Context: an optimization exercise on an open-source flow, tuned for a short achievable clock period and few clock cycles per item. The choices shown serve that exercise and are no tape-out recipe. In this exercise RTL edits were held to simulation tests only and were not proved equivalent to the original. Power figures rest on the tool's default switching activity, not on a simulated workload.

== run 1 ==
// ooo_top
module ooo_top (
    input  logic        clock,
    input  logic        reset,
    input  logic        inst_valid,
    input  logic [2:0]  inst_op,
    input  logic [2:0]  inst_rd,
    input  logic [2:0]  inst_rs1,
    input  logic [2:0]  inst_rs2,
    input  logic [15:0] inst_imm,
    output logic        inst_ready,
    output logic        commit_valid,
    output logic [2:0]  commit_rd,
    output logic [15:0] commit_data
);
    ooo_core u_core (
        .clock        (clock),
        .reset        (reset),
        .inst_valid   (inst_valid),
        .inst_op      (inst_op),
        .inst_rd      (inst_rd),
        .inst_rs1     (inst_rs1),
        .inst_rs2     (inst_rs2),
        .inst_imm     (inst_imm),
        .inst_ready   (inst_ready),
        .commit_valid (commit_valid),
        .commit_rd    (commit_rd),
        .commit_data  (commit_data)
    );
endmodule
Size in the first run: about 2,600 cells after synthesis, ~410 flip-flops.
export LEC_CHECK = 0
export ABC_CLOCK_PERIOD_IN_PS = 1500
export CAP_MARGIN = 20
export CORE_MARGIN = 2
export CORE_UTILIZATION = 40
export PLACE_DENSITY = 0.65
export SETUP_SLACK_MARGIN = 5
export SLEW_MARGIN = 20
create_clock -name core_clock -period 8.0 [get_ports {clock}]
standard.sh (not shown) runs the stock make flow with config.mk's settings and CLKGATE_MAP_FILE= SYNTH_SCRIPT=/design/flow/synth_recipe.tcl, a recipe that flattens the netlist after the stock synthesis.
==> flow/flow/run.sh <==
#!/bin/bash
# The standard layout, with these changes to how it is made:
#  - no adder-cell extraction in synthesis (ADDER_MAP_FILE empty), so abc maps
#    the adders and carry-save trees itself; the registers are unchanged
#  - sky130_fd_sc_hd__a222oi_1, which comes in one weak size only, is added to
#    the platform's don't-use list, so muxes map to cells the resizer can size;
#    so are the slow three-input xor/xnor cells, which abc then builds from
#    two-input ones
#  - a larger setup margin for repair_timing
set -euo pipefail
du=$(make -s -C "$FLOW_HOME" DESIGN_CONFIG="$PWD/config.mk" WORK_HOME="$PWD/orfs_probe" \
       print-DONT_USE_CELLS 2> print_dont_use.log | sed -n 's/^DONT_USE_CELLS: //p')
if [[ -z "$du" ]]; then
  echo "could not read the platform's DONT_USE_CELLS" >&2
  exit 1
fi
echo "$du" > dont_use_base.log
bash standard.sh ADDER_MAP_FILE= SETUP_SLACK_MARGIN=5.5 \
  "DONT_USE_CELLS=$du sky130_fd_sc_hd__a222oi_1 sky130_fd_sc_hd__xor3_1 sky130_fd_sc_hd__xor3_2 sky130_fd_sc_hd__xor3_4 sky130_fd_sc_hd__xnor3_1 sky130_fd_sc_hd__xnor3_2 sky130_fd_sc_hd__xnor3_4" finish > standard.log 2>&1
Run 1 closes out successfully: all stages finished, all timing, DRC and antenna checks passed.
Testbench counts of run 1, summed over its fixed seeds: cycles 24,394, insts 24,000.
Relative to run 1, the following input files were edited for run 2:
# run 1
export LEC_CHECK = 0
export ABC_CLOCK_PERIOD_IN_PS = 1500
export CAP_MARGIN = 20
export CORE_MARGIN = 2
export CORE_UTILIZATION = 40
export PLACE_DENSITY = 0.65
export SETUP_SLACK_MARGIN = 5
export SLEW_MARGIN = 20
create_clock -name core_clock -period 8.0 [get_ports {clock}]
# run 2
export LEC_CHECK = 0
export ABC_CLOCK_PERIOD_IN_PS = 1500
export CAP_MARGIN = 20
export CORE_MARGIN = 2
export CORE_UTILIZATION = 35
export SETUP_SLACK_MARGIN = 5
export SLEW_MARGIN = 20
create_clock -name core_clock -period 8.0 [get_ports {clock}]
Findings:
Run 1 went all the way through the flow, and no timing, DRC or antenna check failed.
Per the final summary, run 2 finished and its layout is clean on timing, DRC and antenna.
Run 2 has less setup slack than run 1.
Run 2 against run 1: worst relative slew slack saw an increase; total area of multi-input combinational cells saw an increase; final cell count saw an increase.
> inputs changed (run 2 -> run 3)
# run 2
export LEC_CHECK = 0
export ABC_CLOCK_PERIOD_IN_PS = 1500
export CAP_MARGIN = 20
export CORE_MARGIN = 2
export CORE_UTILIZATION = 35
export SETUP_SLACK_MARGIN = 5
export SLEW_MARGIN = 20
create_clock -name core_clock -period 8.0 [get_ports {clock}]
# run 3
export LEC_CHECK = 0
export ABC_CLOCK_PERIOD_IN_PS = 1500
export CAP_MARGIN = 20
export CORE_MARGIN = 2
export CORE_UTILIZATION = 55
export PLACE_DENSITY = 0.75
export SETUP_SLACK_MARGIN = 5
export SLEW_MARGIN = 20
create_clock -name core_clock -period 8.0 [get_ports {clock}]
Notes after the runs:
Compared to run 2, run 3 has combinational share of power 0.3 points higher.
Run 3 does worse than run 2 on tightest slew margin relative to the limit.
Re mean instance size in the synthesized netlist: no difference whatsoever between run 2 and run 3.
Summary of run 3 over run 2: clock insertion delay at the later pin of the skew report +0.02 ns; path depth of the worst reg2reg path increased by 5 relative to the old numbers.
Lower die boundary height goes to run 3 over run 2.
Run 3 gives less non-filler instance count after layout than run 2 did.
Fmax in run 3 vs run 2: down 13 MHz
Run 3 vs run 2 — area added between synthesis and finish rose 0.50 points.
[inputs] run 4 vs run 3
# run 3
export LEC_CHECK = 0
export ABC_CLOCK_PERIOD_IN_PS = 1500
export CAP_MARGIN = 20
export CORE_MARGIN = 2
export CORE_UTILIZATION = 55
export PLACE_DENSITY = 0.75
export SETUP_SLACK_MARGIN = 5
export SLEW_MARGIN = 20
create_clock -name core_clock -period 8.0 [get_ports {clock}]
# run 4
export LEC_CHECK = 0
export ABC_CLOCK_PERIOD_IN_PS = 1500
export CAP_MARGIN = 20
export CORE_MARGIN = 2
export CORE_UTILIZATION = 30
export SETUP_SLACK_MARGIN = 5
export SLEW_MARGIN = 20
create_clock -name core_clock -period 8.0 [get_ports {clock}]
Findings:
On fmax, the lower figure sits with run 3, not run 4.
Number of antenna repair diodes is lower on run 4
Of run 3 and run 4, run 4 shows the lower register share of the cell area, with run 3 above it.
In run 4, number of fillers in the final layout is higher than in run 3.
Of run 4 and run 3, it is run 4 that has the higher relative contribution of the clock network to total power.
Re total length of routed wires: run 4 is about 8% down on run 3.
Run 4 vs. run 3: count of clock-buffer cells in the layout went up by 11%.
Global-route usage is lower on run 4
Run 4 ends up with a fraction of the core area covered by cells at the end of the flow that is 33 points lower than in run 3.
Maximum number of pins on one net before global-route repair of run 4 falls short of that of run 3 by more than 10%.

## afterwards: timing with drivers on the ports
No port has a modelled driver above. Below, the same layouts with a new extraction and two added sets of constraints. Step 1 sets driving cells, clkbuf_16 on the clock port and buf_2 on the other inputs (assumed; they add their load-dependent delay and slew). Step 2 times the ports against the registers' clock, not the clock port: input delays grow and output delays shrink by t, the midpoint of the rising clock arrivals with the driver on. Slacks: no drivers / after step 1 / after step 2; pairs: no drivers / after step 1.
| run | t, ns | setup slack, ns | hold slack, ns |
|---|---|---|---|
| run 1 | 0.662 | 5.291 / 5.291 / 4.693 | 0.326 / 0.326 / 0.326 |
| run 2 | 0.643 | 5.272 / 5.272 / 4.787 | 0.326 / 0.326 / 0.326 |
| run 3 | 0.653 | 5.169 / 5.169 / 4.765 | 0.323 / 0.323 / 0.323 |
| run 4 | 0.675 | 5.209 / 5.209 / 4.846 | 0.322 / 0.322 / 0.322 |
After both steps setup and hold are still met in every run listed. For run 1, which loses most, drivers alone change the setup slack by 0.000 ns; drivers and shift together by -0.598 ns.
